What follows belongs to an exercise in optimizing a design on an open flow for small area; a production flow would make more cautious choices.
Only simulation tests tie the RTL to the original design; equivalence was not proved.
Power figures rest on the tool's default switching activity, not on a simulated workload.

**design/flow/run.sh**
```bash
#!/bin/bash
# synth_recipe.tcl (not shown) runs the flow's synth.tcl, then flattens the netlist and writes it again
# the make line also repeats each setting of config.mk as NAME=value (left out here)
make -C /OpenROAD-flow-scripts/flow DESIGN_CONFIG=/design/flow/config.mk WORK_HOME=/design/flow/orfs CLKGATE_MAP_FILE= SYNTH_SCRIPT=/design/flow/synth_recipe.tcl finish
```
**design/flow/config.mk**
```make
export PLATFORM = sky130hd
export DESIGN_NAME = adventureTop
export DESIGN_NICKNAME = adventureTop
export VERILOG_FILES = /design/flow/design.v
export SDC_FILE = /design/flow/constraint.sdc
export NUM_CORES = 4
export LEC_CHECK = 0
export CAP_MARGIN = 20
export CORE_MARGIN = 2
export CORE_UTILIZATION = 40
export SLEW_MARGIN = 20
```
**design/flow/constraint.sdc**
```tcl
create_clock -name core_clock -period 5.0 [get_ports {turn}]
set_input_delay 1.0000 -clock core_clock [delete_from_list [all_inputs] [get_ports {turn}]]
set_output_delay 1.0000 -clock core_clock [all_outputs]
set_load 0.01 [all_outputs]
```
**design/flow/design.v**
```verilog
package adventurePkg;
	typedef logic [9:0] pixelX_t;
	typedef logic [8:0] pixelY_t;
	typedef logic [3:0] roomCoord_t;
	typedef struct packed {
		logic [2:0] red;
		logic [2:0] green;
		logic [1:0] blue;
	} color_t;
	typedef enum logic [1:0] {
		HELD_NONE   = 2'd0,
		HELD_YELLOW = 2'd1,
		HELD_BLACK  = 2'd2
	} heldKey_t;
	localparam int STEP_PERIOD  = 16;
	localparam int STEP_COUNT_W = $clog2(STEP_PERIOD);
	localparam pixelX_t X_MAX        = 10'd624;
	localparam pixelX_t X_MIN        = 10'd16;
	localparam pixelY_t Y_MAX        = 9'd470;
	localparam pixelY_t Y_MIN        = 9'd10;
	localparam pixelX_t ENTRY_LEFT   = 10'd20;
	localparam pixelX_t ENTRY_RIGHT  = 10'd619;
	localparam pixelY_t ENTRY_TOP    = 9'd14;
	localparam pixelY_t ENTRY_BOTTOM = 9'd466;
	localparam roomCoord_t ROOM_LIMIT = 4'd8;
	localparam int PUSH_BACK = 7;
	localparam pixelX_t START_X         = 10'd320;
	localparam pixelY_t START_Y         = 9'd380;
	localparam roomCoord_t START_ROOM_X = 4'd3;
	localparam roomCoord_t START_ROOM_Y = 4'd5;
	localparam int PLAYER_HALF = 9;
	localparam pixelX_t YELLOW_KEY_X         = 10'd128;
	localparam pixelY_t YELLOW_KEY_Y         = 9'd220;
	localparam roomCoord_t YELLOW_KEY_ROOM_X = 4'd3;
	localparam roomCoord_t YELLOW_KEY_ROOM_Y = 4'd5;
	localparam pixelX_t BLACK_KEY_X          = 10'd128;
	localparam pixelY_t BLACK_KEY_Y          = 9'd220;
	localparam roomCoord_t BLACK_KEY_ROOM_X  = 4'd4;
	localparam roomCoord_t BLACK_KEY_ROOM_Y  = 4'd7;
	localparam int KEY_W        = 32;
	localparam int KEY_H        = 8;
	localparam int KEY_ROW      = 4;     
	localparam int CARRY_OFFSET = 15;
	localparam pixelX_t GATE_X = 10'd304;
	localparam pixelY_t GATE_Y = 9'd280;
	localparam int GATE_BARS   = 4;
	localparam int GATE_PITCH  = 10;
	localparam int GATE_BAR_W  = 5;
	localparam int GATE_BAR_H  = 80;
	localparam roomCoord_t YELLOW_CASTLE_X = 4'd3;
	localparam roomCoord_t YELLOW_CASTLE_Y = 4'd5;
	localparam roomCoord_t BLACK_CASTLE_X  = 4'd1;
	localparam roomCoord_t BLACK_CASTLE_Y  = 4'd3;
	localparam pixelX_t UNLOCK_X_LO  = 10'd288;
	localparam pixelX_t UNLOCK_X_HI  = 10'd352;
	localparam pixelY_t UNLOCK_Y     = 9'd360;
	localparam pixelY_t GATE_BLOCK_Y = 9'd352;
	localparam color_t COLOR_YELLOW     = 8'hFC;
	localparam color_t COLOR_BLACK      = 8'h00;
	localparam color_t COLOR_MAZE       = 8'h27;
	localparam color_t COLOR_GREEN      = 8'h1C;
	localparam color_t COLOR_DEFAULT    = 8'hFF;
	localparam color_t COLOR_KEY_ROOM   = 8'hF0;
	localparam color_t COLOR_CHALICE    = 8'h87;
	localparam color_t COLOR_BLACK_YARD = 8'hCC;
	localparam color_t COLOR_LEFT_HALL  = 8'h78;
	localparam color_t COLOR_RIGHT_HALL = 8'h90;
endpackage
import adventurePkg::*;
module adventureTop (
	input  logic       turn,
	input  logic       rst,
	input  logic [3:0] buttons,
	input  adventurePkg::pixelX_t    pixelX,
	input  adventurePkg::pixelY_t    pixelY,
	input  logic       blank,
	input  adventurePkg::color_t     mapPixel,
	output adventurePkg::color_t     color,
	output adventurePkg::roomCoord_t roomX,
	output adventurePkg::roomCoord_t roomY,
	output adventurePkg::color_t     roomColor
);
	localparam int KX = -9;
	localparam int KY = -9;
	logic [3:0] count;
	logic       step;
	logic       bump;
	logic [9:0] px_n, cx_n, ox_n;
	logic [8:0] py_n, cy_n, oy_n;
	logic       yU, bU;
	logic [1:0] held;
	logic [3:0] rc;      
	function automatic logic [9:0] add10(input logic [9:0] a, input logic [9:0] b);
		logic c;
		c = 1'b0;
		for (int i = 0; i < 10; i++) begin
			add10[i] = a[i] ^ b[i] ^ c;
			c = (a[i] & b[i]) | (a[i] & c) | (b[i] & c);
		end
	endfunction
	function automatic logic [8:0] add9(input logic [8:0] a, input logic [8:0] b);
		logic c;
		c = 1'b0;
		for (int i = 0; i < 9; i++) begin
			add9[i] = a[i] ^ b[i] ^ c;
			c = (a[i] & b[i]) | (a[i] & c) | (b[i] & c);
		end
	endfunction
	function automatic logic [6:0] add6(input logic [5:0] a, input logic [5:0] b);
		logic c;
		c = 1'b0;
		for (int i = 0; i < 6; i++) begin
			add6[i] = a[i] ^ b[i] ^ c;
			c = (a[i] & b[i]) | (a[i] & c) | (b[i] & c);
		end
		add6[6] = c;
	endfunction
	function automatic logic [5:0] add5(input logic [4:0] a, input logic [4:0] b);
		logic c;
		c = 1'b0;
		for (int i = 0; i < 5; i++) begin
			add5[i] = a[i] ^ b[i] ^ c;
			c = (a[i] & b[i]) | (a[i] & c) | (b[i] & c);
		end
		add5[5] = c;
	endfunction
	function automatic logic hz5(input logic [4:0] a, input logic [4:0] b, input logic cin);
		hz5 = ((a[0] ^ b[0]) == cin);
		for (int i = 1; i < 5; i++)
			hz5 = hz5 && ((a[i] ^ b[i]) == (a[i-1] | b[i-1]));
	endfunction
	function automatic logic hz4(input logic [3:0] a, input logic [3:0] b, input logic cin);
		hz4 = ((a[0] ^ b[0]) == cin);
		for (int i = 1; i < 4; i++)
			hz4 = hz4 && ((a[i] ^ b[i]) == (a[i-1] | b[i-1]));
	endfunction
	function automatic logic in10(input logic [9:0] v, input int lo, input int hi);
		logic [9:0] l, h;
		l = 10'(lo);
		h = 10'(hi);
		if (l <= h)
			in10 = v >= l && v <= h;
		else
			in10 = v >= l || v <= h;
	endfunction
	function automatic logic in9(input logic [8:0] v, input int lo, input int hi);
		logic [8:0] l, h;
		l = 9'(lo);
		h = 9'(hi);
		if (l <= h)
			in9 = v >= l && v <= h;
		else
			in9 = v >= l || v <= h;
	endfunction
	function automatic logic pxIn(input logic [9:0] v, input int lo, input int hi);
		pxIn = in10(v, -(hi + KX), -(lo + KX));
	endfunction
	function automatic logic pyIn(input logic [8:0] v, input int lo, input int hi);
		pyIn = in9(v, -(hi + KY), -(lo + KY));
	endfunction
	function automatic logic [9:0] pxRep(input int x);
		pxRep = 10'(-(x + KX));
	endfunction
	function automatic logic [8:0] pyRep(input int y);
		pyRep = 9'(-(y + KY));
	endfunction
	function automatic logic [3:0] roomCode(input logic [3:0] x, input logic [3:0] y);
		adventurePkg::color_t c;
		if (x == 4'd3 && y <= 4'd5)
			c = COLOR_YELLOW;
		else if (x == 4'd4 && y == 4'd7)
			c = COLOR_KEY_ROOM;
		else if (x == 4'd1 && y == 4'd1)
			c = COLOR_CHALICE;
		else if (x == 4'd1 && y == 4'd2)
			c = COLOR_BLACK_YARD;
		else if (x == 4'd1 && y == 4'd3)
			c = COLOR_BLACK;
		else if (x == 4'd1 || (x == 4'd2 && y < 4'd6))
			c = COLOR_MAZE;
		else if (x == 4'd2 && y == 4'd6)
			c = COLOR_LEFT_HALL;
		else if (x == 4'd3 && y == 4'd6)
			c = COLOR_GREEN;
		else if (x == 4'd4 && y == 4'd6)
			c = COLOR_RIGHT_HALL;
		else
			c = COLOR_DEFAULT;
		roomCode = {c[7], c[5], c[3], c[1]};
	endfunction
	assign roomColor[7] = rc[3];
	assign roomColor[5] = rc[2];
	assign roomColor[3] = rc[1];
	assign roomColor[1] = rc[0];
	assign roomColor[0] = rc[0];
	assign roomColor[2] = rc[0] | (rc[1] & (rc[3] | ~rc[2]));
	assign roomColor[4] = rc[2] ? (rc[3] | ~rc[0]) : ((rc[3] ^ rc[1]) & ~rc[0]);
	assign roomColor[6] = (rc[2] & (rc[3] | ~rc[0])) | (rc[3] & rc[1] & ~rc[0]);
	function automatic logic keyShape(input logic [5:0] e, input logic ez,
			input logic [4:0] f, input logic fz, input logic [9:0] kx, input logic [8:0] ky);
		logic top, mid, low;
		logic sA, sB, sC, sD, sE;
		sA = !in10(kx, 47, 56);    
		sB = !in10(kx, 25, 48);    
		sC = !in10(kx, 53, 56);    
		sD = !in10(kx, 25, 28);    
		sE = !in10(kx, 33, 36);    
		top = fz && f >= 5'd5 && f <= 5'd8 && !in9(ky, 6, 9);
		mid = fz && f >= 5'd9 && f <= 5'd12 && !in9(ky, 10, 13);
		low = fz && f >= 5'd13 && f <= 5'd16 && !in9(ky, 14, 17);
		keyShape = ez && ((top && sA && e >= 6'd46 && e <= 6'd56)
			|| (mid && ((sB && e >= 6'd24 && e <= 6'd48) || (sC && e >= 6'd52 && e <= 6'd56)))
			|| (low && ((sD && e >= 6'd24 && e <= 6'd28) || (sE && e >= 6'd32 && e <= 6'd36)
				|| (sA && e >= 6'd46 && e <= 6'd56))));
	endfunction
	logic [6:0] ecX, eoX;
	logic [5:0] epX, epY, ecY, eoY;
	logic ecXz, eoXz, epXz, epYz, ecYz, eoYz;
	logic inYRoom, inBRoom, inBCastle;
	logic gateBar, gateShown, gateZone;
	logic shapeC, shapeO, yellowHit, blackHit, playerHit;
	assign epX = add5(pixelX[4:0], px_n[4:0]);   
	assign epXz = hz5(pixelX[9:5], px_n[9:5], epX[5]);
	assign epY = add5(pixelY[4:0], py_n[4:0]);   
	assign epYz = hz4(pixelY[8:5], py_n[8:5], epY[5]);
	assign ecX = add6(pixelX[5:0], cx_n[5:0]);
	assign ecXz = hz4(pixelX[9:6], cx_n[9:6], ecX[6]);
	assign ecY = add5(pixelY[4:0], cy_n[4:0]);
	assign ecYz = hz4(pixelY[8:5], cy_n[8:5], ecY[5]);
	assign eoX = add6(pixelX[5:0], ox_n[5:0]);
	assign eoXz = hz4(pixelX[9:6], ox_n[9:6], eoX[6]);
	assign eoY = add5(pixelY[4:0], oy_n[4:0]);
	assign eoYz = hz4(pixelY[8:5], oy_n[8:5], eoY[5]);
	assign inYRoom   = roomX == 4'd3 && roomY == 4'd5;
	assign inBRoom   = roomX == 4'd4 && roomY == 4'd7;
	assign inBCastle = roomX == 4'd1 && roomY == 4'd3;
	assign gateShown = (inYRoom && !yU) || (inBCastle && !bU);
	assign gateBar = ((pixelX >= 10'd304 && pixelX < 10'd309) || (pixelX >= 10'd314 && pixelX < 10'd319)
		|| (pixelX >= 10'd324 && pixelX < 10'd329) || (pixelX >= 10'd334 && pixelX < 10'd339))
		&& pixelY >= 9'd280 && pixelY <= 9'd360;
	assign shapeC = keyShape(ecX[5:0], ecXz, ecY[4:0], ecYz, cx_n, cy_n);
	assign shapeO = keyShape(eoX[5:0], eoXz, eoY[4:0], eoYz, ox_n, oy_n);
	assign yellowHit = !yU && (inYRoom || held == 2'd1) && (held == 2'd1 ? shapeC : shapeO);
	assign blackHit  = !bU && (inBRoom || held == 2'd2) && (held == 2'd2 ? shapeC : shapeO);
	assign playerHit = pxIn(px_n, 9, 1014) && epXz && epX[4:0] <= 5'd17
		&& pyIn(py_n, 9, 502) && epYz && epY[4:0] <= 5'd17;
	assign gateZone = pxIn(px_n, 289, 1023) && pyIn(py_n, 0, 351);
	always_ff @(posedge turn) begin
		if (rst) begin
			color <= '0;
			bump <= 1'b0;
		end else if (blank) begin
			color <= '0;
		end else begin
			if (gateShown && gateBar)
				color <= COLOR_BLACK;
			else if (yellowHit)
				color <= COLOR_YELLOW;
			else if (blackHit)
				color <= COLOR_BLACK;
			else if (playerHit)
				color <= roomColor;
			else
				color <= mapPixel;
			if (playerHit) begin
				if (inYRoom && gateZone)
					bump <= !yU;
				else if (inBCastle && gateZone)
					bump <= !bU;
				else
					bump <= mapPixel == roomColor;
			end
		end
	end
	always_ff @(posedge turn) begin
		if (rst) begin
			count <= '0;
			step <= 1'b0;
		end else begin
			count <= count + 4'd1;
			step <= count == 4'd15;
		end
	end
	logic [3:0] rightRoomX, rightRoomY, leftRoomX, leftRoomY;
	logic [9:0] nX;
	logic [8:0] nY;
	always_comb begin
		rightRoomX = roomX + 4'd1;
		rightRoomY = roomY;
		leftRoomX = roomX - 4'd1;
		leftRoomY = roomY;
		if (roomX == 4'd1 && roomY == 4'd6) begin
			rightRoomX = 4'd1;
			rightRoomY = 4'd4;
			leftRoomX = 4'd2;
			leftRoomY = 4'd4;
		end else if (roomX == 4'd2 && roomY == 4'd5) begin
			rightRoomX = 4'd1;
			rightRoomY = 4'd5;
		end else if (roomX == 4'd2 && roomY == 4'd4) begin
			rightRoomX = 4'd1;
			rightRoomY = 4'd6;
		end else if (roomX == 4'd1 && roomY == 4'd5) begin
			leftRoomX = 4'd2;
			leftRoomY = 4'd5;
		end else if (roomX == 4'd1 && roomY == 4'd4) begin
			leftRoomX = 4'd1;
			leftRoomY = 4'd6;
		end
	end
	always_comb begin
		nX = px_n;
		if (buttons[3] && pxIn(px_n, 17, 1023))
			nX = add10(px_n, bump ? 10'h3F9 : 10'd1);
		else if (buttons[0] && pxIn(px_n, 0, 623))
			nX = add10(px_n, bump ? 10'd7 : 10'h3FF);
		nY = py_n;
		if (buttons[2] && pyIn(py_n, 11, 511))
			nY = add9(py_n, bump ? 9'h1F9 : 9'd1);
		else if (buttons[1] && pyIn(py_n, 0, 469))
			nY = add9(py_n, bump ? 9'd7 : 9'h1FF);
	end
	always_ff @(posedge turn) begin
		if (rst) begin
			px_n <= pxRep(START_X);
			py_n <= pyRep(START_Y);
			roomX <= START_ROOM_X;
			roomY <= START_ROOM_Y;
			rc <= roomCode(START_ROOM_X, START_ROOM_Y);
		end else if (step) begin
			px_n <= nX;
			py_n <= nY;
			if (pxIn(px_n, 624, 1023) && roomX != 4'd8) begin
				roomX <= rightRoomX;
				roomY <= rightRoomY;
				px_n <= pxRep(ENTRY_LEFT);
			end else if (pyIn(py_n, 470, 511) && roomY != 4'd8) begin
				roomY <= roomY + 4'd1;
				py_n <= pyRep(ENTRY_TOP);
			end else if (pyIn(py_n, 0, 10) && roomY != 4'd0) begin
				roomY <= roomY - 4'd1;
				py_n <= pyRep(ENTRY_BOTTOM);
			end else if (pxIn(px_n, 0, 16) && roomX != 4'd0) begin
				roomX <= leftRoomX;
				roomY <= leftRoomY;
				px_n <= pxRep(ENTRY_RIGHT);
			end
			rc <= roomCode(roomX, roomY);
		end
	end
	logic onO, atUnlock, pickO;
	logic [9:0] dkX;
	logic [8:0] dkY;
	assign dkX = add10(ox_n, ~px_n);
	assign dkY = add9(oy_n, ~py_n);
	assign onO = !pxIn(ox_n, 977, 1008) && in10(dkX, 15, 45)
		&& in9(oy_n, -503 - KY, -4 - KY) && in9(dkY, -4, 6);
	assign atUnlock = pxIn(px_n, 289, 351) && pyIn(py_n, 0, 359);
	assign pickO = onO && (held == 2'd1 ? (inBRoom && !bU) : (inYRoom && !yU));
	always_ff @(posedge turn) begin
		if (rst) begin
			cx_n <= pxRep(YELLOW_KEY_X - 15);
			cy_n <= pyRep(YELLOW_KEY_Y);
			ox_n <= pxRep(YELLOW_KEY_X - 15);
			oy_n <= pyRep(YELLOW_KEY_Y);
			yU <= 1'b0;
			bU <= 1'b0;
			held <= 2'd0;
		end else if (step) begin
			if (held == 2'd0) begin
				if (pickO)
					held <= 2'd1;
				else if (inBRoom && onO)
					held <= 2'd2;
			end else begin
				if (pickO) begin
					held <= ~held;
					cx_n <= ox_n;
					cy_n <= oy_n;
					ox_n <= px_n;
					oy_n <= py_n;
				end else begin
					cx_n <= px_n;
					cy_n <= py_n;
				end
				if (held == 2'd1 && inYRoom && atUnlock)
					yU <= 1'b1;
				if (held == 2'd2 && inBCastle && atUnlock)
					bU <= 1'b1;
			end
		end
	end
endmodule
```
==> results of run 1 <==
==> state kept, by name, summed over array words and instances (netlist names), 2 cells and up <==
register	cells
cx_n	10
ox_n	10
px_n	10
cy_n	9
oy_n	9
py_n	9
color	8
count	4
rc	4
roomX	4
roomY	4
held	2
==> cell families after synthesis <==
family / count (synthesis)
AO/OA/AOI/OAI: 292
AND/OR/NAND/NOR: 343
XOR/XNOR: 48
flip-flops: 87
adder cells (fa/ha/maj): 114
buffers and inverters: 162
multiplexers: 33
==> area by class of cell <==
| class | instances | area [µm²] |
|---|---|---|
| flip-flops and latches | 87 | 1750 |
| clock buffers | 9 | 225.2 |
| fillers | 2100 | 10880 |
| inverters | 98 | 370.4 |
| multi-input cells | 833 | 6723 |
| repair buffers | 128 | 1202 |
| well taps | 280 | 350.3 |
| clock inverters | 7 | 120.1 |
==> cells in the mapped netlist (7+ instances only) <==
library cell / number / area [µm²]
inv_1: 96 / 360.4
nand2_1: 95 / 356.6
nor2_1: 95 / 356.6
dfxtp_1: 87 / 1742
a21oi_1: 72 / 360.4
fa_1: 63 / 1261
ha_1: 51 / 638.1
o21ai_0: 48 / 240.2
clkbuf_1: 46 / 172.7
mux2i_1: 32 / 320.3
o211ai_1: 29 / 217.7
a211oi_1: 27 / 202.7
xnor2_1: 26 / 227.7
nand3_1: 23 / 115.1
xor2_1: 22 / 192.7
nor3_1: 20 / 100.1
nand4_1: 17 / 106.4
nor4_1: 14 / 87.58
a31oi_1: 12 / 75.07
buf_2: 10 / 50.05
o31ai_1: 10 / 75.07
nand2b_1: 9 / 56.30
nor2b_1: 9 / 56.30
o22ai_1: 9 / 56.30
nor3b_1: 8 / 60.06
a21o_1: 7 / 52.55
a311oi_1: 7 / 61.31
or3_1: 7 / 43.79
or4_1: 7 / 52.55
==> where the power goes <==
part	switching [W]	leakage, nW	total, W	internal (W)
Sequential	0.00000208	0.704	0.000698	0.000696
Clock	0.000319	0.166	0.000810	0.000491
Combinational	0.000137	3.37	0.000256	0.000118
==> worst max path at each step <==
stage / cells past startpoint / to
global route: 20 / cx_n[8]$_SDFFE_PP1P_
CTS: 20 / cx_n[7]$_SDFFE_PP1P_
floorplan: 20 / cy_n[8]$_SDFFE_PP1P_
global placement: 18 / color[0]$_SDFF_PP0_
finish: 20 / cy_n[6]$_SDFFE_PP0P_
detailed placement: 18 / color[0]$_SDFF_PP0_
==> metrics by stage <==
| stage | worst slack [ns] | instances | area (µm²) |
|---|---|---|---|
| after floorplan | 0.003959 | 1079 | 8796 |
| after global placement | -0.3076 | 1414 | 9868 |
| after detailed placement | -0.4260 | 1414 | 9868 |
| after CTS | -0.08344 | 1441 | 10540 |
| after global routing | -0.2685 | 1442 | 10740 |
| final | -0.1048 | 1442 | 10740 |
==> what timing repair did <==
action | in CTS | in global routing
pin swaps | 19 | 30
resized for setup | 48 | 52
setup buffers | 6 | 2
gates cloned | 5 | 1
endpoints found under the setup margin | 44 | 48
==> metal layers <==
| layer | up-vias | wire length [µm] | GRT usage |
|---|---|---|---|
| met5 | - | 0 | 0 |
| li1 | 4032 | - | - |
| met2 | 260 | 12630 | 0.3860 |
| met1 | 4113 | 12080 | 0.3249 |
| met4 | 0 | 1126 | 0.1111 |
| met3 | 64 | 1275 | 0.03593 |
==> summary.md, run 1 <==
| Metric | Value |
|---|---|
| Status | complete, but fails checks |
| CP dominant cell by count | fa_2 |
| Worst r2r dst | cy_n[6]$_SDFFE_PP0P_ |
| First-pass GRT wire length | 43,260 µm |
| Endpoints failing hold | 0 |
| DRC viols | 0 |
| Total die area | 23,030 µm² |
| Rows | 54 |
| Hold WC Path Type | reg -> reg |
| Nets | 1,305 |
| Ant diodes | 0 |
| Count of buffers from port buffering | 57 |
| Setup CP Type | reg -> reg |
| WL/cell | 18.80 µm |
| Share of post-route cells with drive strength above 1 | 0.1661 |
| CP arrival | 5.32 ns |
| Worst-path fanout max | 7 |
| Initial Util | 0.4038 |
| Gr ovfl total | 0 |
| Post-Synth Adder-Cell Area | 0.2175 |
| Worst Path Required | 5.22 ns |
| Die width | 151.7 µm |
| Antenna viol nets, final | 0 |
| CTS Buf Count | 9 |
| CP Launch Point | py_n[0]$_SDFFE_PP1P_ |
| DP HPWL | 20,110 µm |
| Min cycle time layout | 5.105 ns |
| Max-cap viol count | 0 |
| Min-Delay Path Depth | 1 |
| I/O pin cnt | 58 |
| Ys Warns | 1 |
| CTS Hold Buffers Added | 0 |
| Syn nets | 1,227 |
| Hold EP | count[0]$_SDFF_PP0_ |
| Slew margin rel. | 0.3853 |
| R2r setup slk | -0.10 ns |
| VDD IR max | 177.5 µV |
| CORE AREA | 21,620 µm² |
| Syn avg cell area | 8.092 µm² |
| WHS | 0.4470 ns |
| Crit path max-delay family | adder cells |
| Number of synthesized flops with an enable pin | 0 |
| Mux cell area share after synthesis | 0.03798 |
| Detailed-route wire length | 27,100 µm |
| Area grow syn2layout | 23.03% |
| Die H | 151.7 µm |
| Pre-antenna DRT Iters | 5 |
| Commonest non-fill, non-tap cells in the layout | inv_1 (92), nor2_1 (91), dfxtp_1 (84) |
| Post-Syn Instances | 1,079 |
| DR vias | 8,469 |
| Post-synthesis compound-gate area fraction | 0.2251 |
| PwrDens | 164.2 nW/µm² |
| Leak | 4.240 nW |
| Clock Path Buffers | 2 |
| Post-synthesis simple-gate area fraction | 0.1968 |
| Slew @ Worst Pin | 0.8988 ns |
| Final worst slack | -0.1048 ns |
| DRT iter0 DRCs | 556 |
| Avg Vias per Cell | 5.873 |
| Unique masters post-synth | 85 |
| Final setup fails | 30 |
| GP Congestion | 0.9028 |
| Worst-path clk slew | 0.07 ns |
| H-tree depth | 3 |
| Element type at the critical path end | flip-flop |
| Initial antenna violation count | 0 |
| CP startpoint kind | flip-flop |
| FF-to-FF Start | py_n[0]$_SDFFE_PP1P_ |
| Power, Total | 0.001763 W |
| Pin count of the biggest net entering global routing | 37 |
| Ys async rst share | 0 |
| RSZ-0062 raised after global routing | true |
| Bufs and invs on worst path | 5 |
| Clock sink count | 87 |
| Worst r2r path cells | 20 |
| Largest family of logic cells by synthesized area | compound AO/OA/AOI/OAI gates |
| Dominant synthesized flop cell | dfxtp_1 |
| Sequential area share after synthesis | 0.1995 |
| Skew-Pair Late Insertion Delay | 0.36 ns |
| Slowest cell on the critical path | fa_1 |
| Fin util | 0.4968 |
| Fin Clk Skew | 0.01068 ns |
| Layout violations | negative setup slack |
| Setup TNS | -1.388 ns |
| Worst path max stage delay | 0.49 ns |
| Max-slew violation count | 0 |
| Critical path, cell by cell | inv_4 > ha_4 > inv_2 > fa_2 > inv_2 > fa_2 > fa_2 > fa_2 > fa_2 > fa_2 > fa_1 > or4_4 > a311oi_2 > mux2i_1 > nor4b_2 > o21a_2 > buf_6 > buf_12 > mux2i_2 > a211oi_1 |
| Vias in the first global route | 8,132 |
| GRT Util Overall | 0.2424 |
| Commonest non-fill, non-tap cell in the layout | inv_1 |
| Synth Area in XOR/XNOR | 0.04815 |
| Fmax | 0.1959 GHz |
| Post-synth design cell area | 8731 µm² |
| Hold Path Origin | count[0]$_SDFF_PP0_ |
| Root Buffer | clkbuf_16 |
| CTS tree | done |
| Final Cycle Share | 1.021 |
| Synth Register Bits | 87 |
==> run 2, diff against run 1 <==
--- a/design/flow/design.v
+++ b/design/flow/design.v
@@ -350,3 +350,3 @@
 	end
-	logic onO, atUnlock, pickO;
+	logic onO, atUnlock, pickO, pick;
 	logic [9:0] dkX;
@@ -358,3 +358,10 @@
 	assign atUnlock = pxIn(px_n, 289, 351) && pyIn(py_n, 0, 359);
-	assign pickO = onO && (held == 2'd1 ? (inBRoom && !bU) : (inYRoom && !yU));
+	assign pickO = onO && (held == 2'd1 ? (inBRoom && !bU)
+		: held == 2'd2 ? (inYRoom && !yU) : (inYRoom || inBRoom));
+	always_ff @(posedge turn) begin
+		if (rst)
+			pick <= 1'b0;
+		else
+			pick <= pickO;
+	end
 	always_ff @(posedge turn) begin
@@ -370,8 +377,6 @@
 			if (held == 2'd0) begin
-				if (pickO)
-					held <= 2'd1;
-				else if (inBRoom && onO)
-					held <= 2'd2;
+				if (pick)
+					held <= inYRoom ? 2'd1 : 2'd2;
 			end else begin
-				if (pickO) begin
+				if (pick) begin
 					held <= ~held;
==> summary.md, run 2 <==
| Metric | Value |
|---|---|
| Status | finished clean |
| H-tree depth | 3 (unchanged) |
| R2r setup slk | 0.30 ns (+0.40 ns) |
| CTS Buf Count | 9 (unchanged) |
| Detailed-route wire length | 26,260 µm (-3.1%) |
| Share of post-route cells with drive strength above 1 | 0.1152 (-0.05091) |
| CP arrival | 5.03 ns (-0.29 ns) |
| DP Area | 9869 µm² (about the same) |
| Min cycle time layout | 4.747 ns (-0.3580 ns) |
| Ant diodes | 0 (unchanged) |
| Avg Vias per Cell | 5.817 (-0.95%) |
| Critical path depth in cells | 17 (-15%) |
| Bufs and invs on worst path | 5 (unchanged) |
| WL/cell | 18.48 µm (-1.7%) |
| Post-synth top area share | 0.2022 (+0.002699) |
| Commonest non-fill, non-tap cells in the layout | inv_1 (99), nand2_1 (93), dfxtp_1 (88) |
| Syn avg cell area | 8.197 µm² (+1.3%) |
| Pre-CTS WS | -0.7530 ns (-0.3270 ns) |
| Final cell count without fillers | 1,421 (-1.5%) |
| DR vias | 8,266 (-2.4%) |
| Fin Clk Skew | 0.006884 ns (-0.003800 ns) |
| Worst path max stage delay | 0.53 ns (+0.04 ns) |
| Internal Power | 0.001192 W (-8.7%) |
| RSZ-0062 raised after global routing | false |
| Slew margin rel. | 0.3152 (-0.07012) |
| Die width | 151.6 µm (about the same) |
| DRC viols | 0 (unchanged) |
| Critical Path Sink | color[5]$_SDFF_PP0_ |
| Element type at the critical path end | flip-flop |
| Antenna viol nets, final | 0 (unchanged) |
| Ys Warns | 1 (unchanged) |
| FF-to-FF Start | py_n[0]$_SDFFE_PP1P_ |
| Net switching power | 0.0004676 W (+2.0%) |
| Dominant synthesized flop cell | dfxtp_1 |
| Syn nets | 1,211 (-1.3%) |
| Sw Share | 0.2819 (+0.02190) |
| Skew-Pair Late Insertion Delay | 0.36 ns (about the same) |
| Root Buffer | clkbuf_16 |
| Post-synth design cell area | 8713 µm² (-0.20%) |
| GP Congestion | 0.9067 (+0.43%) |
| Fin util | 0.4860 (-0.01079) |
| Setup TNS | 0 ns (+1.388 ns) |
| Endpoints failing hold | 0 (unchanged) |
| Die H | 151.6 µm (about the same) |
| GRT Util Overall | 0.2376 (-0.004855) |
| Vias in the first global route | 7,881 (-3.1%) |
| CP startpoint kind | input port |
| Power share of the clock group | 0.411 (-0.048) |
| Final worst slack | 0.2532 ns (+0.3580 ns) |
| Total die area | 22,980 µm² (-0.20%) |
| Dominant cell type by area after synthesis | dfxtp_1 |
| Clock sink count | 88 (+1.1%) |
| VDD IR max | 156.1 µV (-12%) |
| Unique masters post-synth | 77 (-9.4%) |
| Fmax | 0.2107 GHz (+7.5%) |
| Leak | 4.252 nW (+0.28%) |
| Pre-antenna DRT Iters | 5 (unchanged) |
| Count of buffers from port buffering | 57 (unchanged) |
| DRT iter0 DRCs | 460 (-17%) |
| Final setup fails | 0 (-100%) |
| Worst-path clk slew | 0.07 ns (about the same) |
| Setup CP Type | in -> reg |
| CP Launch Point | pixelX[2] |
| Post-Place Cells | 1,402 (-0.85%) |
| Slew @ Worst Pin | 1.018 ns (+0.1190 ns) |
| Ys async rst share | 0 (unchanged) |
| Post-Syn Instances | 1,063 (-1.5%) |
| CP dominant cell by count | fa_2 |
| Sequential area share after synthesis | 0.2022 (+0.002699) |
| DP HPWL | 20,130 µm (about the same) |
| Max-slew violation count | 0 (unchanged) |
| Initial Util | 0.4106 (+0.006794) |
| Largest regs | cx_n x10, ox_n x10, px_n x10 |
| Number of synthesized flops with an enable pin | 0 (unchanged) |
| Min-Delay Path Depth | 1 (unchanged) |
| Nets | 1,289 (-1.2%) |
| Most frequent cells after synthesis | inv_1 (99), nand2_1 (93), dfxtp_1 (88), o21ai_0 (70), nor2_1 (69) |
| CTS tree | done |
| CORE AREA | 21,220 µm² (-1.9%) |
| Worst r2r dst | pick$_SDFF_PP0_ |
| Worst-path fanout max | 6 (-1) |
| Comb power frac | 0.163 (+0.018) |
| Worst r2r path cells | 16 (-20%) |
| Post-route cell area | 10,310 µm² (-4.0%) |
| Commonest non-fill, non-tap cell in the layout | inv_1 |
| Worst Path Required | 5.29 ns (+0.07 ns) |
| Pin count of the biggest net entering global routing | 37 (unchanged) |
| Max-cap viol count | 0 (unchanged) |
| Critical path, cell by cell | clkdlybuf4s50_1 > inv_1 > fa_2 > fa_2 > fa_2 > fa_2 > or3b_4 > a32oi_1 > a221oi_2 > o32ai_2 > buf_4 > buf_4 > a21oi_1 > nor3_2 > o211ai_1 > buf_4 > o21ai_1 |
| Most common cell in the netlist | inv_1 |
| Synth top area cells | dfxtp_1 (20%), fa_1 (14%), ha_1 (7.3%) |
| Final Cycle Share | 0.9494 (-0.07160) |
| Clock Path Buffers | 2 (unchanged) |
| Synth Register Bits | 88 (+1.1%) |
| Gr ovfl total | 0 (unchanged) |
| I/O pin cnt | 58 (unchanged) |
| Slowest cell on the critical path | fa_2 |
| Area grow syn2layout | 18.37% |
| Initial antenna violation count | 0 (unchanged) |
| PwrDens | 160.9 nW/µm² (-2.0%) |
| Sequential group share of total power | 0.426 (+0.030) |
| Rows | 53 (-1.9%) |
| First-pass GRT wire length | 42,200 µm (-2.5%) |
| Crit path max-delay family | adder cells |
| Hold WC Path Type | reg -> reg |
-- run 2: cell count changes after synthesis, moves of 8 or more --
cell,delta
o211ai_1,+8
xor2_1,-8
o21ai_0,+22
a21oi_1,-9
nor2_1,-26
-- run 2: area by class of cell --
class,count,area (µm²)
fillers,2100,10910
multi-input cells,818,6465
flip-flops and latches,88,1762
repair buffers,124,1079
inverters,100,375.4
well taps,275,344.1
clock buffers,10,239.0
clock inverters,6,50.05
-- run 2: worst register-to-register path: stages, from the launching register on --
cell and delay, ns:
dfxtp_1 0.33, inv_1 0.06, ha_1 0.20, inv_1 0.06, fa_1 0.15, inv_1 0.05
fa_1 0.41, fa_1 0.40, fa_1 0.39, fa_1 0.39, fa_1 0.39, fa_1 0.46
or4_1 0.41, o41ai_1 0.37, buf_4 0.19, o21ai_0 0.10, a2111oi_2 0.23
-- run 2: timing repair --
action	in CTS	in global routing
setup endpoints to repair	8	9
gates cloned	0	0
endpoints found under the hold margin	0	0
setup buffers	2	1
pin swaps	8	8
gates resized for setup	17	24
hold buffers	0	0
-- run 2: power by group through the flow --
stage               clock, W  sequential (W)  combinational (W)
floorplan                  0        0.000724           0.000144
global placement           0        0.000724           0.000252
detailed placement         0        0.000724           0.000255
CTS                 0.000694        0.000707           0.000262
global route        0.000722        0.000707           0.000297
finish              0.000682        0.000707           0.000270
-- run 2: worst min path at each step --
stage	start	to	slack, ns
after floorplan	count[0]$_SDFF_PP0_	count[0]$_SDFF_PP0_	0.42
after global placement	count[0]$_SDFF_PP0_	count[0]$_SDFF_PP0_	0.43
after detailed placement	count[0]$_SDFF_PP0_	count[0]$_SDFF_PP0_	0.44
after CTS	count[0]$_SDFF_PP0_	count[0]$_SDFF_PP0_	0.46
after global routing	count[0]$_SDFF_PP0_	count[0]$_SDFF_PP0_	0.46
final	count[0]$_SDFF_PP0_	count[0]$_SDFF_PP0_	0.45
-- run 2: cell families after synthesis --
kind of cell,count (synthesis),share of synthesized area
multiplexers,33,0.03834
AND/OR/NAND/NOR,330,0.1949
XOR/XNOR,44,0.04739
adder cells (fa/ha/maj),114,0.2180
buffers and inverters,157,0.07079
flip-flops,88,0.2022
AO/OA/AOI/OAI,297,0.2285
-- run 2: through the flow --
| stage | hold WS, ns | power [W] |
|---|---|---|
| 2_1_floorplan | 0.4175 | 0.0008688 |
| 3_3_place_gp | 0.4304 | 0.0009754 |
| 3_5_place_dp | 0.4449 | 0.0009787 |
| 4_1_cts | 0.4559 | 0.001663 |
| 5_1_grt | 0.4581 | 0.001726 |
| 6_report | 0.4544 | 0.001659 |
-- run 2: per-layer routing --
layer / routed length, µm / GRT usage
met5: 0 / 0
met4: 660 / 0.08426
met3: 1265 / 0.02964
met2: 12310 / 0.3864
met1: 12030 / 0.3259
==> run 3, diff against run 2 <==
--- a/design/flow/config.mk
+++ b/design/flow/config.mk
@@ -9,3 +9,3 @@
 export CORE_MARGIN = 2
-export CORE_UTILIZATION = 40
+export CORE_UTILIZATION = 70
 export SLEW_MARGIN = 20
==> summary.md, run 3 <==
| Metric | Value |
|---|---|
| CTS Buf Count | 9 (unchanged) |
| CTS tree | done |
| DR vias | 8,842 (+7.0%) |
| Final setup fails | 0 (unchanged) |
| Initial Util | 0.7224 (+0.3118) |
| PwrDens | 169.2 nW/µm² (+5.2%) |
| Dominant cell type by area after synthesis | dfxtp_1 |
| Status | finished clean |
| GRT Util Overall | 0.4084 (+0.1708) |
| Largest regs | cx_n x10, ox_n x10, px_n x10 |
| Leak | 4.193 nW (-1.4%) |
| Slowest cell on the critical path | fa_1 |
| Initial antenna violation count | 0 (unchanged) |
| Element type at the critical path end | flip-flop |
| Critical path, cell by cell | clkdlybuf4s50_1 > inv_1 > buf_4 > fa_1 > fa_2 > fa_2 > fa_1 > nor3b_2 > a22oi_1 > a2111oi_1 > buf_4 > a21oi_1 > a2111oi_2 > o211ai_1 > o21ai_1 |
| Pre-antenna DRT Iters | 6 (+1) |
| Fin Clk Skew | 0.01418 ns (+0.007299 ns) |
| Gr ovfl total | 0 (unchanged) |
| Most frequent cells after synthesis | inv_1 (99), nand2_1 (93), dfxtp_1 (88), o21ai_0 (70), nor2_1 (69) |
| Worst-path fanout max | 6 (unchanged) |
| Syn avg cell area | 8.197 µm² (unchanged) |
| DRC viols | 0 (unchanged) |
| Slew @ Worst Pin | 1.164 ns (+0.1463 ns) |
| Nets | 1,279 (-0.78%) |
| Pin count of the biggest net entering global routing | 53 (+43%) |
| Number of synthesized flops with an enable pin | 0 (unchanged) |
| Most common cell in the netlist | inv_1 |
| Setup CP Type | in -> reg |
| Area grow syn2layout | 15.77% |
| Commonest non-fill, non-tap cells in the layout | inv_1 (98), nand2_1 (93), dfxtp_1 (88) |
| Worst path max stage delay | 0.50 ns (-0.03 ns) |
| CP arrival | 5.08 ns (+0.05 ns) |
| WL/cell | 20.25 µm (+9.5%) |
| WHS | 0.4491 ns (-0.005297 ns) |
| Post-synth top area share | 0.2022 (unchanged) |
| Syn nets | 1,211 (unchanged) |
| Avg Vias per Cell | 6.781 (+17%) |
| Synth top area cells | dfxtp_1 (20%), fa_1 (14%), ha_1 (7.3%) |
| Detailed-route wire length | 26,400 µm (+0.53%) |
| H-tree depth | 3 (unchanged) |
| CP startpoint kind | input port |
| Max-slew violation count | 0 (unchanged) |
| Rows | 40 (-25%) |
| Unique masters post-synth | 77 (unchanged) |
| Min cycle time layout | 4.793 ns (+0.04587 ns) |
| DP Area | 9671 µm² (-2.0%) |
| VDD IR max | 117.5 µV (-25%) |
| Worst-path clk slew | 0.08 ns (about the same) |
| Final Cycle Share | 0.9585 (+0.009174) |
| GP Congestion | 0.9682 (+6.8%) |
| Share of post-route cells with drive strength above 1 | 0.1021 (-0.01307) |
| Skew-Pair Late Insertion Delay | 0.36 ns (about the same) |
| Hold WC Path Type | reg -> reg |
| Max-cap viol count | 0 (unchanged) |
| Clock Path Buffers | 2 (unchanged) |
| Vias in the first global route | 8,548 (+8.5%) |
| Post-route cell area | 10,090 µm² (-2.2%) |
| Commonest non-fill, non-tap cell in the layout | inv_1 |
| Worst Path Required | 5.29 ns (about the same) |
| Total die area | 13,360 µm² (-42%) |
| First-pass GRT wire length | 42,560 µm (+0.85%) |
| Slew margin rel. | 0.2168 (-0.09841) |
| DP HPWL | 19,410 µm (-3.6%) |
| Synth Register Bits | 88 (unchanged) |
| Die H | 115.6 µm (-24%) |
| Pre-CTS WS | -0.7546 ns (-0.001580 ns) |
| I/O pin cnt | 58 (unchanged) |
| Final worst slack | 0.2074 ns (-0.04587 ns) |
| Ys Warns | 1 (unchanged) |
| Post-Syn Instances | 1,063 (unchanged) |
| Ant diodes | 0 (unchanged) |
| CTS Hold Buffers Added | 0 (unchanged) |
| DRT iter0 DRCs | 889 (+93%) |
| Count of buffers from port buffering | 57 (unchanged) |
| Ys async rst share | 0 (unchanged) |
| Endpoints failing hold | 0 (unchanged) |
| Dominant synthesized flop cell | dfxtp_1 |
| Fin util | 0.8363 (+0.3503) |
| Root Buffer | clkbuf_16 |
| Sequential area share after synthesis | 0.2022 (unchanged) |
| Antenna viol nets, final | 0 (unchanged) |
| Clock sink count | 88 (unchanged) |
| CORE AREA | 12,060 µm² (-43%) |
| Fmax | 0.2087 GHz (-0.96%) |
| Post-synth design cell area | 8713 µm² (unchanged) |
| Die width | 115.6 µm (-24%) |
[run 3: cell counts after synthesis]
Identical to the previous run, type by type.
[run 3: worst max-delay path: cells and delay by family]
kind            cells  cell delay, ns
fa+ha+maj           4            1.64
simple gates        1            0.18
buf+inv             4            0.89
compound gates      6            1.36
[run 3: worst paths after layout]
path	start	endpoint	slack (ns)	cells after the start
setup reg to reg	py_n[0]$_SDFFE_PP1P_	pick$_SDFF_PP0_	0.23	16
hold / removal	count[0]$_SDFF_PP0_	count[0]$_SDFF_PP0_	0.45	1
hold reg to reg	count[0]$_SDFF_PP0_	count[0]$_SDFF_PP0_	0.45	1
setup / recovery	pixelX[2]	color[3]$_SDFF_PP0_	0.21	15
[run 3: report_power, final]
| part | internal, W | switching (W) | leakage (nW) |
|---|---|---|---|
| Sequential | 0.000705 | 0.00000223 | 0.712 |
| Clock | 0.000399 | 0.000335 | 0.149 |
| Combinational | 0.000127 | 0.000138 | 3.33 |
[run 3: kinds of logic after synthesis]
family                   count (synthesis)  share of synthesized area
AND/OR/NAND/NOR                        330                     0.1949
AO/OA/AOI/OAI                          297                     0.2285
buffers and inverters                  157                    0.07079
adder cells (fa/ha/maj)                114                     0.2180
flip-flops                              88                     0.2022
XOR/XNOR                                44                    0.04739
multiplexers                            33                    0.03834
[run 3: through the flow]
step	std cells	total power, W	setup TNS (ns)
4_1_cts	1303	0.001691	0
2_1_floorplan	1063	0.0008688	0
6_report	1304	0.001707	0
3_3_place_gp	1287	0.0009651	-5.245
3_5_place_dp	1287	0.0009722	-5.789
5_1_grt	1304	0.001756	-0.03647
[run 3: final cells by class]
type	count	area, µm²
multi-input combinational	818	6435
tap	168	210.2
clock buffer	9	225.2
timing repair buffer	114	996.0
sequential	88	1762
inverter	100	375.4
clock inverter	7	83.83
fill	755	1974
[run 3: layer usage]
metal | global-route usage | share of wire
met5 | 0 | 0
met4 | 0.1976 | 0.049
met3 | 0.08211 | 0.11
met2 | 0.6511 | 0.46
met1 | 0.5343 | 0.38
[run 3: what timing repair did]
item                                    4_1_cts  5_1_grt
endpoints found under the setup margin        8        8
pin swaps                                    10        4
gates resized for setup                      23        9
setup buffers                                 0        0
==> run 4, diff against run 3 <==
--- a/design/flow/config.mk
+++ b/design/flow/config.mk
@@ -7,5 +7,7 @@
 export LEC_CHECK = 0
-export CAP_MARGIN = 20
+export CAP_MARGIN = 0
 export CORE_MARGIN = 2
 export CORE_UTILIZATION = 70
-export SLEW_MARGIN = 20
+export CTS_BUF_LIST = sky130_fd_sc_hd__clkbuf_8
+export GPL_TIMING_DRIVEN = 0
+export SLEW_MARGIN = 0
==> summary.md, run 4 <==
| Metric | Value |
|---|---|
| Nets | 1,280 (+0.078%) |
| Synth top area cells | dfxtp_1 (20%), fa_1 (14%), ha_1 (7.3%) |
| Slew @ Worst Pin | 1.123 ns (-0.04063 ns) |
| Skew-Pair Late Insertion Delay | 0.41 ns (+0.05 ns) |
| GP Congestion | 0.9822 (+1.4%) |
| Ant diodes | 0 (unchanged) |
| VDD IR max | 151.3 µV (+29%) |
| Max-cap viol count | 0 (unchanged) |
| Fin Clk Skew | 0.01117 ns (-0.003017 ns) |
| DP HPWL | 20,520 µm (+5.7%) |
| Initial antenna violation count | 0 (unchanged) |
| Hold Path Origin | count[0]$_SDFF_PP0_ |
| Dominant cell type by area after synthesis | dfxtp_1 |
| Post-synth top area share | 0.2022 (unchanged) |
| Largest regs | cx_n x10, ox_n x10, px_n x10 |
| Metal2 WL | 11,890 µm (-2.1%) |
| Clock Path Buffers | 2 (unchanged) |
| Synth Register Bits | 88 (unchanged) |
| Root Buffer | clkbuf_8 |
| RSZ-0062 raised after global routing | false |
| DRT met1 WL | 10,370 µm (+2.4%) |
| Total die area | 13,360 µm² (unchanged) |
| Endpoints failing hold | 0 (unchanged) |
| Uppermost layer routed | met4 |
| CP dominant cell by count | fa_1 |
| Routed length on met3 | 2781 µm (-2.0%) |
| Area grow syn2layout | 12.54% |
| Most common cell in the netlist | inv_1 |
| Final worst slack | 0.1727 ns (-0.03468 ns) |
| H-tree depth | 3 (unchanged) |
| Slew margin rel. | 0.2441 (+0.02734) |
| DR vias | 8,768 (-0.84%) |
| Antenna viol nets, final | 0 (unchanged) |
| Dominant synthesized flop cell | dfxtp_1 |
| Commonest non-fill, non-tap cell in the layout | inv_1 |
| Min cycle time layout | 4.827 ns (+0.03468 ns) |
| Worst-path fanout max | 6 (unchanged) |
| Final setup fails | 0 (unchanged) |
| PwrDens | 148.6 nW/µm² (-12%) |
| Pre-CTS WS | -1.149 ns (-0.3942 ns) |
| Gr ovfl total | 0 (unchanged) |
| CTS Hold Buffers Added | 0 (unchanged) |
| Detailed-route wire length | 26,450 µm (+0.19%) |
| Multi-input gate area | 6454 µm² (+0.29%) |
| Final Cycle Share | 0.9655 (+0.006936) |
| Die H | 115.6 µm (unchanged) |
| Crit path max-delay family | adder cells |
| Worst-path clk slew | 0.10 ns (+0.02 ns) |
| Post-Syn Instances | 1,063 (unchanged) |
| DRT iter0 DRCs | 799 (-10%) |
| CORE AREA | 12,060 µm² (unchanged) |
| Worst path max stage delay | 0.61 ns (+0.11 ns) |
| FILL cells | 843 (+12%) |
| Syn avg cell area | 8.197 µm² (unchanged) |
| Share of post-route cells with drive strength above 1 | 0.06332 (-0.03879) |
| Pin count of the biggest net entering global routing | 19 (-64%) |
| Initial Util | 0.7224 (unchanged) |
| Post-synth design cell area | 8713 µm² (unchanged) |
| Vias in the first global route | 8,220 (-3.8%) |
| Max-slew violation count | 0 (unchanged) |
| CP arrival | 5.15 ns (+0.07 ns) |
| CTS tree | done |
| Element type at the critical path end | flip-flop |
| Avg Vias per Cell | 6.719 (-0.91%) |
| Count of buffers from port buffering | 56 (-1.8%) |
| CP Launch Point | pixelX[0] |
| First-pass GRT wire length | 42,120 µm (-1.0%) |
| Die width | 115.6 µm (unchanged) |
| Ys Warns | 1 (unchanged) |
| Unique masters post-synth | 77 (unchanged) |
| GRT Util Overall | 0.4097 (+0.001334) |
| Most frequent cells after synthesis | inv_1 (99), nand2_1 (93), dfxtp_1 (88), o21ai_0 (70), nor2_1 (69) |
| CTS Buf Count | 9 (unchanged) |
| Critical path, cell by cell | clkbuf_4 > ha_1 > fa_1 > inv_1 > fa_1 > fa_1 > fa_1 > fa_2 > nor3b_1 > a22oi_1 > a2111oi_2 > a21oi_1 > a2111oi_2 > o211ai_1 > buf_4 > o21ai_0 |
| Leak | 4.034 nW (-3.8%) |
| Setup CP Type | in -> reg |
| WL/cell | 20.27 µm (+0.11%) |
| Worst Path Required | 5.32 ns (+0.03 ns) |
| Hold WC Path Type | reg -> reg |
| I/O pin cnt | 58 (unchanged) |
| Pre-antenna DRT Iters | 6 (unchanged) |
| Syn nets | 1,211 (unchanged) |
| Number of synthesized flops with an enable pin | 0 (unchanged) |
| Commonest non-fill, non-tap cells in the layout | inv_1 (99), nand2_1 (93), dfxtp_1 (86) |
| Ys async rst share | 0 (unchanged) |
| Status | finished clean |
| Power, Total | 0.001457 W (-15%) |
| Rows | 40 (unchanged) |
| Clock sink count | 88 (unchanged) |
| Register area | 1767 µm² (+0.28%) |
| Fmax | 0.2072 GHz (-0.72%) |
| Slowest cell on the critical path | fa_2 |
| DRC viols | 0 (unchanged) |
| FF-to-FF Start | py_n[0]$_SDFFE_PP1P_ |
| Bufs and invs on worst path | 3 (-1) |
| Sequential area share after synthesis | 0.2022 (unchanged) |
| CP startpoint kind | input port |
## run 4: changes by cell type in the layout (fill, tap and decap cells not counted), sizes merged, moves of 2 or more
cell,before,now
clkbuf,9,55
buf,58,15
clkdlybuf4s50,54,51
clkinv,1,3
## run 4: repair_timing
action,CTS,global route
buffers inserted,1,1
pin swaps,5,5
hold endpoints to repair,0,0
setup endpoints to repair,9,10
gates resized for setup,25,20
## run 4: per-stage QoR
step,cell area [µm²],std cells,hold WS (ns),utilization,TNS (ns)
global route,9806,1305,0.4754,0.8130,0
CTS,9732,1304,0.4553,0.8068,0
global placement,9487,1287,0.4266,0.7865,-8.773
floorplan,8716,1063,0.4175,-,0
detailed placement,9487,1287,0.4343,0.7865,-9.277
finish,9806,1305,0.4573,0.8130,0
## run 4: layer usage
metal  global-route usage  vias to the layer above
li1                     -                     3980
met1               0.5496                     4152
met2               0.6363                      537
met4               0.2193                        0
met5                    0                        -
met3              0.07008                       99
## run 4: power breakdown
part	switching (W)	internal [W]
clock network	0.000314	0.000189
registers	0.00000203	0.000704
logic	0.000138	0.000108
## run 4: worst paths after layout
kind | slack [ns] | cells after the start | endpoint
worst max register to register | 0.18 | 15 | pick$_SDFF_PP0_
worst min register to register | 0.46 | 1 | count[0]$_SDFF_PP0_
worst min-delay path | 0.46 | 1 | count[0]$_SDFF_PP0_
worst max-delay path | 0.17 | 16 | color[3]$_SDFF_PP0_
## run 4: area by class of cell
| type | instances | share of cell area |
|---|---|---|
| Buffer | 57 | 0.02463 |
| Clock buffer | 9 | 0.01263 |
| Clock inverter | 7 | 0.006125 |
| Inverter | 100 | 0.03828 |
| Multi-Input combinational cell | 818 | 0.6582 |
| Sequential cell | 88 | 0.1802 |
| Tap cell | 168 | 0.02144 |
| Timing Repair Buffer | 58 | 0.05857 |
## run 4: cell families (layout without fill, tap and decap cells)
kind of cell	after synthesis	count (layout)	share of synthesized area
compound gates	297	297	0.2285
fa+ha+maj	114	114	0.2180
xor+xnor	44	44	0.04739
simple gates	330	330	0.1949
buf+inv	157	231	0.07079
mux	33	33	0.03834
flops	88	88	0.2022
==> run 5, diff against run 4 <==
--- a/design/flow/design.v
+++ b/design/flow/design.v
@@ -82,4 +82,6 @@
 );
-	localparam int KX = -9;
-	localparam int KY = -9;
+	localparam int KX = -16;
+	localparam int KY = -20;
+	localparam int OX = 15 - KX;   
+	localparam int QY = -KY;       
 	logic [3:0] count;
@@ -202,14 +204,14 @@
 		logic sA, sB, sC, sD, sE;
-		sA = !in10(kx, 47, 56);    
-		sB = !in10(kx, 25, 48);    
-		sC = !in10(kx, 53, 56);    
-		sD = !in10(kx, 25, 28);    
-		sE = !in10(kx, 33, 36);    
-		top = fz && f >= 5'd5 && f <= 5'd8 && !in9(ky, 6, 9);
-		mid = fz && f >= 5'd9 && f <= 5'd12 && !in9(ky, 10, 13);
-		low = fz && f >= 5'd13 && f <= 5'd16 && !in9(ky, 14, 17);
-		keyShape = ez && ((top && sA && e >= 6'd46 && e <= 6'd56)
-			|| (mid && ((sB && e >= 6'd24 && e <= 6'd48) || (sC && e >= 6'd52 && e <= 6'd56)))
-			|| (low && ((sD && e >= 6'd24 && e <= 6'd28) || (sE && e >= 6'd32 && e <= 6'd36)
-				|| (sA && e >= 6'd46 && e <= 6'd56))));
+		sA = !in10(kx, OX + 23, OX + 32);   
+		sB = !in10(kx, OX + 1, OX + 24);    
+		sC = !in10(kx, OX + 29, OX + 32);   
+		sD = !in10(kx, OX + 1, OX + 4);     
+		sE = !in10(kx, OX + 9, OX + 12);    
+		top = fz && f >= 5'(QY - 4) && f <= 5'(QY - 1) && !in9(ky, QY - 3, QY);
+		mid = fz && f >= 5'(QY) && f <= 5'(QY + 3) && !in9(ky, QY + 1, QY + 4);
+		low = fz && f >= 5'(QY + 4) && f <= 5'(QY + 7) && !in9(ky, QY + 5, QY + 8);
+		keyShape = ez && ((top && sA && e >= 6'(OX + 22) && e <= 6'(OX + 32))
+			|| (mid && ((sB && e >= 6'(OX) && e <= 6'(OX + 24)) || (sC && e >= 6'(OX + 28) && e <= 6'(OX + 32))))
+			|| (low && ((sD && e >= 6'(OX) && e <= 6'(OX + 4)) || (sE && e >= 6'(OX + 8) && e <= 6'(OX + 12))
+				|| (sA && e >= 6'(OX + 22) && e <= 6'(OX + 32)))));
 	endfunction
@@ -237,4 +239,6 @@
 	assign gateShown = (inYRoom && !yU) || (inBCastle && !bU);
-	assign gateBar = ((pixelX >= 10'd304 && pixelX < 10'd309) || (pixelX >= 10'd314 && pixelX < 10'd319)
-		|| (pixelX >= 10'd324 && pixelX < 10'd329) || (pixelX >= 10'd334 && pixelX < 10'd339))
+	assign gateBar = ((pixelX[9:6] == 4'd4 && ((pixelX[5:0] >= 6'd48 && pixelX[5:0] <= 6'd52)
+			|| (pixelX[5:0] >= 6'd58 && pixelX[5:0] <= 6'd62)))
+		|| (pixelX[9:6] == 4'd5 && ((pixelX[5:0] >= 6'd4 && pixelX[5:0] <= 6'd8)
+			|| (pixelX[5:0] >= 6'd14 && pixelX[5:0] <= 6'd18))))
 		&& pixelY >= 9'd280 && pixelY <= 9'd360;
@@ -244,4 +248,4 @@
 	assign blackHit  = !bU && (inBRoom || held == 2'd2) && (held == 2'd2 ? shapeC : shapeO);
-	assign playerHit = pxIn(px_n, 9, 1014) && epXz && epX[4:0] <= 5'd17
-		&& pyIn(py_n, 9, 502) && epYz && epY[4:0] <= 5'd17;
+	assign playerHit = pxIn(px_n, 9, 1014) && epXz && epX[4:0] >= 5'(OX - 24) && epX[4:0] <= 5'(OX - 7)
+		&& pyIn(py_n, 9, 502) && epYz && epY[4:0] >= 5'(QY - 9) && epY[4:0] <= 5'(QY + 8);
 	assign gateZone = pxIn(px_n, 289, 1023) && pyIn(py_n, 0, 351);
@@ -310,13 +314,19 @@
 	end
+	logic mvX, mvY, negX, negY;
+	logic [9:0] dX;
+	logic [8:0] dY;
+	logic goR, goD, goU, goL;
 	always_comb begin
-		nX = px_n;
-		if (buttons[3] && pxIn(px_n, 17, 1023))
-			nX = add10(px_n, bump ? 10'h3F9 : 10'd1);
-		else if (buttons[0] && pxIn(px_n, 0, 623))
-			nX = add10(px_n, bump ? 10'd7 : 10'h3FF);
-		nY = py_n;
-		if (buttons[2] && pyIn(py_n, 11, 511))
-			nY = add9(py_n, bump ? 9'h1F9 : 9'd1);
-		else if (buttons[1] && pyIn(py_n, 0, 469))
-			nY = add9(py_n, bump ? 9'd7 : 9'h1FF);
+		mvX = step && ((buttons[3] && pxIn(px_n, 17, 1023)) || (buttons[0] && pxIn(px_n, 0, 623)));
+		negX = (buttons[3] && pxIn(px_n, 17, 1023)) ? bump : !bump;
+		dX = {{7{mvX & negX}}, {2{mvX & (bump ^ negX)}}, mvX};
+		nX = add10(px_n, dX);
+		mvY = step && ((buttons[2] && pyIn(py_n, 11, 511)) || (buttons[1] && pyIn(py_n, 0, 469)));
+		negY = (buttons[2] && pyIn(py_n, 11, 511)) ? bump : !bump;
+		dY = {{6{mvY & negY}}, {2{mvY & (bump ^ negY)}}, mvY};
+		nY = add9(py_n, dY);
+		goR = step && pxIn(px_n, 624, 1023) && roomX != 4'd8;
+		goD = step && !goR && pyIn(py_n, 470, 511) && roomY != 4'd8;
+		goU = step && !goR && !goD && pyIn(py_n, 0, 10) && roomY != 4'd0;
+		goL = step && !goR && !goD && !goU && pxIn(px_n, 0, 16) && roomX != 4'd0;
 	end
@@ -329,21 +339,18 @@
 			rc <= roomCode(START_ROOM_X, START_ROOM_Y);
-		end else if (step) begin
-			px_n <= nX;
-			py_n <= nY;
-			if (pxIn(px_n, 624, 1023) && roomX != 4'd8) begin
+		end else begin
+			px_n <= goR ? pxRep(ENTRY_LEFT) : goL ? pxRep(ENTRY_RIGHT) : nX;
+			py_n <= goD ? pyRep(ENTRY_TOP) : goU ? pyRep(ENTRY_BOTTOM) : nY;
+			if (goR) begin
 				roomX <= rightRoomX;
 				roomY <= rightRoomY;
-				px_n <= pxRep(ENTRY_LEFT);
-			end else if (pyIn(py_n, 470, 511) && roomY != 4'd8) begin
+			end else if (goD) begin
 				roomY <= roomY + 4'd1;
-				py_n <= pyRep(ENTRY_TOP);
-			end else if (pyIn(py_n, 0, 10) && roomY != 4'd0) begin
+			end else if (goU) begin
 				roomY <= roomY - 4'd1;
-				py_n <= pyRep(ENTRY_BOTTOM);
-			end else if (pxIn(px_n, 0, 16) && roomX != 4'd0) begin
+			end else if (goL) begin
 				roomX <= leftRoomX;
 				roomY <= leftRoomY;
-				px_n <= pxRep(ENTRY_RIGHT);
 			end
-			rc <= roomCode(roomX, roomY);
+			if (step)
+				rc <= roomCode(roomX, roomY);
 		end
@@ -360,7 +367,12 @@
 		: held == 2'd2 ? (inYRoom && !yU) : (inYRoom || inBRoom));
+	always_ff @(posedge turn)
+		pick <= pickO;
 	always_ff @(posedge turn) begin
-		if (rst)
-			pick <= 1'b0;
-		else
-			pick <= pickO;
+		if (step && pick) begin
+			cx_n <= ox_n;
+			cy_n <= oy_n;
+		end else if (step && held != 2'd0) begin
+			cx_n <= px_n;
+			cy_n <= py_n;
+		end
 	end
@@ -368,4 +380,2 @@
 		if (rst) begin
-			cx_n <= pxRep(YELLOW_KEY_X - 15);
-			cy_n <= pyRep(YELLOW_KEY_Y);
 			ox_n <= pxRep(YELLOW_KEY_X - 15);
@@ -382,9 +392,4 @@
 					held <= ~held;
-					cx_n <= ox_n;
-					cy_n <= oy_n;
 					ox_n <= px_n;
 					oy_n <= py_n;
-				end else begin
-					cx_n <= px_n;
-					cy_n <= py_n;
 				end
--- a/design/flow/config.mk
+++ b/design/flow/config.mk
@@ -11,3 +11,2 @@
 export CTS_BUF_LIST = sky130_fd_sc_hd__clkbuf_8
-export GPL_TIMING_DRIVEN = 0
 export SLEW_MARGIN = 0
==> summary.md, run 5 <==
| Metric | Value |
|---|---|
| DP Area | 8309 µm² (-12%) |
| CP arrival | 5.18 ns (+0.03 ns) |
| Skew-Pair Late Insertion Delay | 0.38 ns (-0.03 ns) |
| Number of synthesized flops with an enable pin | 19 (+19) |
| Pre-CTS WS | -0.5483 ns (+0.6005 ns) |
| Setup CP Type | in -> reg |
| Ys Warns | 1 (unchanged) |
| Pre-antenna DRT Iters | 7 (+1) |
| WHS | 0.4625 ns (+0.005288 ns) |
| GP Congestion | 0.9960 (+1.4%) |
| Unique masters post-synth | 76 (-1.3%) |
| Synth top area cells | dfxtp_1 (18%), fa_1 (15%), edfxtp_1 (7.6%) |
| Worst-path fanout max | 7 (+1) |
| Antenna viol nets, final | 0 (unchanged) |
| Final worst slack | 0.1492 ns (-0.02343 ns) |
| CP startpoint kind | input port |
| Detailed-route wire length | 21,710 µm (-18%) |
| Sequential area share after synthesis | 0.2609 (+0.05873) |
| Final setup fails | 0 (unchanged) |
| PwrDens | 168.8 nW/µm² (+14%) |
| Most frequent cells after synthesis | nand2_1 (94), inv_1 (91), dfxtp_1 (69), nor2_1 (65), fa_1 (56) |
| CTS Buf Count | 9 (unchanged) |
| Commonest non-fill, non-tap cells in the layout | nand2_1 (93), inv_1 (90), dfxtp_1 (67) |
| Syn avg cell area | 8.648 µm² (+5.5%) |
| I/O pin cnt | 58 (unchanged) |
| Root Buffer | clkbuf_8 |
| Vias in the first global route | 6,997 (-15%) |
| Ant diodes | 0 (unchanged) |
| Synth Register Bits | 88 (unchanged) |
| CTS Hold Buffers Added | 0 (unchanged) |
| WL/cell | 20.17 µm (-0.47%) |
| H-tree depth | 3 (unchanged) |
| Clock Path Buffers | 2 (unchanged) |
| Die width | 107.4 µm (-7.1%) |
| Max-slew violation count | 0 (unchanged) |
| Nets | 1,064 (-17%) |
| Commonest non-fill, non-tap cell in the layout | nand2_1 |
| Final Cycle Share | 0.9702 (+0.004686) |
| Bufs and invs on worst path | 5 (+2) |
| Post-synth design cell area | 7481 µm² (-14%) |
| DRC viols | 0 (unchanged) |
| Crit path max-delay family | adder cells |
| Avg Vias per Cell | 6.520 (-3.0%) |
| Count of buffers from port buffering | 57 (+1.8%) |
| CORE AREA | 10,370 µm² (-14%) |
| Register area | 1954 µm² (+11%) |
| CP dominant cell by count | fa_1 |
| Leak | 3.602 nW (-11%) |
| Syn nets | 994 (-18%) |
| VDD IR max | 184.8 µV (+22%) |
| Dominant cell type by area after synthesis | dfxtp_1 |
| FILL cells | 633 (-25%) |
| Total die area | 11,530 µm² (-14%) |
| Dominant synthesized flop cell | dfxtp_1 |
| Ys async rst share | 0 (unchanged) |
| GRT Util Overall | 0.3926 (-0.01712) |
| Status | finished clean |
| Clock sink count | 88 (unchanged) |
| Gr ovfl total | 0 (unchanged) |
| Area grow syn2layout | 16.16% |
| Most common cell in the netlist | nand2_1 |
| Multi-input gate area | 5177 µm² (-20%) |
| Hold WC Path Type | reg -> reg |
| Die H | 107.4 µm (-7.1%) |
| Largest regs | cx_n x10, ox_n x10, px_n x10 |
| Initial Util | 0.7214 (-0.001002) |
| Worst Path Required | 5.33 ns (about the same) |
| Endpoints failing hold | 0 (unchanged) |
| Worst-path clk slew | 0.10 ns (about the same) |
| Post-Syn Instances | 865 (-19%) |
| First-pass GRT wire length | 35,110 µm (-17%) |
| Worst path max stage delay | 0.52 ns (-0.09 ns) |
| Min cycle time layout | 4.851 ns (+0.02343 ns) |
| DP HPWL | 16,280 µm (-21%) |
| Post-route cell area | 8690 µm² (-11%) |
| Post-synth top area share | 0.1846 (-0.01754) |
| Critical path, cell by cell | clkdlybuf4s50_1 > buf_4 > fa_1 > inv_1 > fa_2 > fa_2 > fa_1 > inv_1 > fa_1 > inv_2 > nand4_1 > o21ai_2 > nor3b_2 > o31a_1 > or3_1 > a211o_4 > nand2_1 |
| Max-cap viol count | 0 (unchanged) |
| Slowest cell on the critical path | clkdlybuf4s50_1 |
| Slew @ Worst Pin | 1.287 ns (+0.1633 ns) |
| Pin count of the biggest net entering global routing | 39 (+20) |
| Slew margin rel. | 0.1401 (-0.1041) |
| Element type at the critical path end | flip-flop |
| DRT iter0 DRCs | 764 (-4.4%) |
| CTS tree | done |
| Fin Clk Skew | 0.01073 ns (-0.0004375 ns) |
| Fmax | 0.2062 GHz (-0.48%) |
| DR vias | 7,015 (-20%) |
| Share of post-route cells with drive strength above 1 | 0.1170 (+0.05370) |
| Rows | 37 (-7.5%) |
| Initial antenna violation count | 0 (unchanged) |
## run 5: cell count changes after synthesis, sizes merged, moves of 9 or more
| cell | previous run | this run |
|---|---|---|
| dfxtp | 88 | 69 |
| mux2i | 30 | 5 |
| ha | 51 | 39 |
| clkbuf | 45 | 27 |
| mux2 | 3 | 13 |
| a21oi | 63 | 37 |
| edfxtp | 0 | 19 |
| a211oi | 20 | 11 |
| o21ai | 70 | 52 |
| o211ai | 37 | 17 |
## run 5: layout make-up
class / instances / share of cell area
Clock buffer: 10 / 0.01584
Clock inverter: 6 / 0.007055
Inverter: 91 / 0.03931
Multi-Input combinational cell: 652 / 0.5958
Sequential cell: 88 / 0.2249
Tap cell: 136 / 0.01958
Timing Repair Buffer: 93 / 0.09748
## run 5: final timing paths
| path | start | end | slack (ns) | cells past startpoint |
|---|---|---|---|---|
| max | pixelX[1] | color[7]$_SDFF_PP0_ | 0.15 | 17 |
| min | count[0]$_SDFF_PP0_ | count[0]$_SDFF_PP0_ | 0.46 | 1 |
| max reg2reg | px_n[0]$_SDFF_PP0_ | px_n[9]$_SDFF_PP1_ | 0.17 | 21 |
| min reg2reg | count[0]$_SDFF_PP0_ | count[0]$_SDFF_PP0_ | 0.46 | 1 |
## run 5: kinds of logic after synthesis
| logic type | after synthesis | synth area share |
|---|---|---|
| AND/OR/NAND/NOR | 291 | 0.1932 |
| AO/OA/AOI/OAI | 196 | 0.1765 |
| buffers and inverters | 125 | 0.06707 |
| adder cells (fa/ha/maj) | 96 | 0.2164 |
| flip-flops | 88 | 0.2609 |
| XOR/XNOR | 51 | 0.05971 |
| multiplexers | 18 | 0.02626 |
## run 5: metrics by stage
step	TNS [ns]	power (W)	util	std cells
detailed placement	-3.695	0.0009465	0.8013	1057
CTS	-0.02996	0.001442	0.8212	1073
global route	-0.1070	0.001507	0.8380	1076
global placement	-2.622	0.0009385	0.8013	1057
finish	0	0.001467	0.8380	1076
floorplan	0	0.0008598	-	865
## run 5: power by group
group | total [W] | switching (W) | leakage [nW] | internal [W]
clock | 0.000516 | 0.000273 | 0.107 | 0.000243
combinational | 0.000223 | 0.000120 | 2.77 | 0.000103
sequential | 0.000728 | 0.00000259 | 0.724 | 0.000726
total | 0.00147 | 0.000395 | 3.60 | 0.00107
## run 5: per-layer routing
metal | track usage | vias up | part of all wire
li1 | - | 3178 | -
met1 | 0.4904 | 3288 | 0.39
met2 | 0.6731 | 439 | 0.48
met3 | 0.06961 | 110 | 0.086
met4 | 0.1612 | 0 | 0.045
met5 | 0 | - | 0
## run 5: worst register-to-register path, stage by stage (launching register included)
cell and delay (ns):
dfxtp_1 0.32, or4_4 0.58, o21ai_4 0.19, a211oi_4 0.10, o21ai_1 0.20, a21oi_2 0.11, and2_1 0.19, fa_1 0.41
fa_1 0.37, inv_1 0.08, fa_2 0.20, fa_1 0.16, inv_1 0.05, fa_1 0.35, inv_1 0.08, fa_1 0.16
inv_1 0.05, fa_1 0.37, fa_2 0.37, xnor2_2 0.18, xnor2_1 0.13, o21ai_1 0.07
## run 5: timing repair
action                                  4_1_cts  5_1_grt
gates cloned                                  0        0
endpoints found under the setup margin        8       12
resized for setup                             2       38
pin swaps                                     1       17
setup buffers                                 0        3
endpoints found under the hold margin         0        0

re-timing with driven ports:
The flow's constraints put no driver on any port. The routed layouts listed below were extracted and timed again, unchanged, in two steps. Step 1, drivers: a clkbuf_16 drives turn and a buf_2 each remaining input, both assumed. Step 2, shift: input delay + t, output delay - t, t = (earliest + latest rising clock arrival at the registers) / 2. This alone moves slack from input paths to output paths. a / b / c = ideal ports / drivers / drivers and shift; a / b = the first two.
run | t (ns) | setup slack, ns
run 1 | 0.399 | -0.105 / -0.105 / -0.264
run 2 | 0.397 | 0.253 / 0.264 / -0.133
run 3 | 0.396 | 0.207 / 0.221 / -0.175
run 4 | 0.436 | 0.173 / 0.180 / -0.256
run 5 | 0.412 | 0.149 / 0.160 / -0.253
With both steps, setup timing fails in run 2, run 3, run 4 and run 5, where it was met with ideal ports.
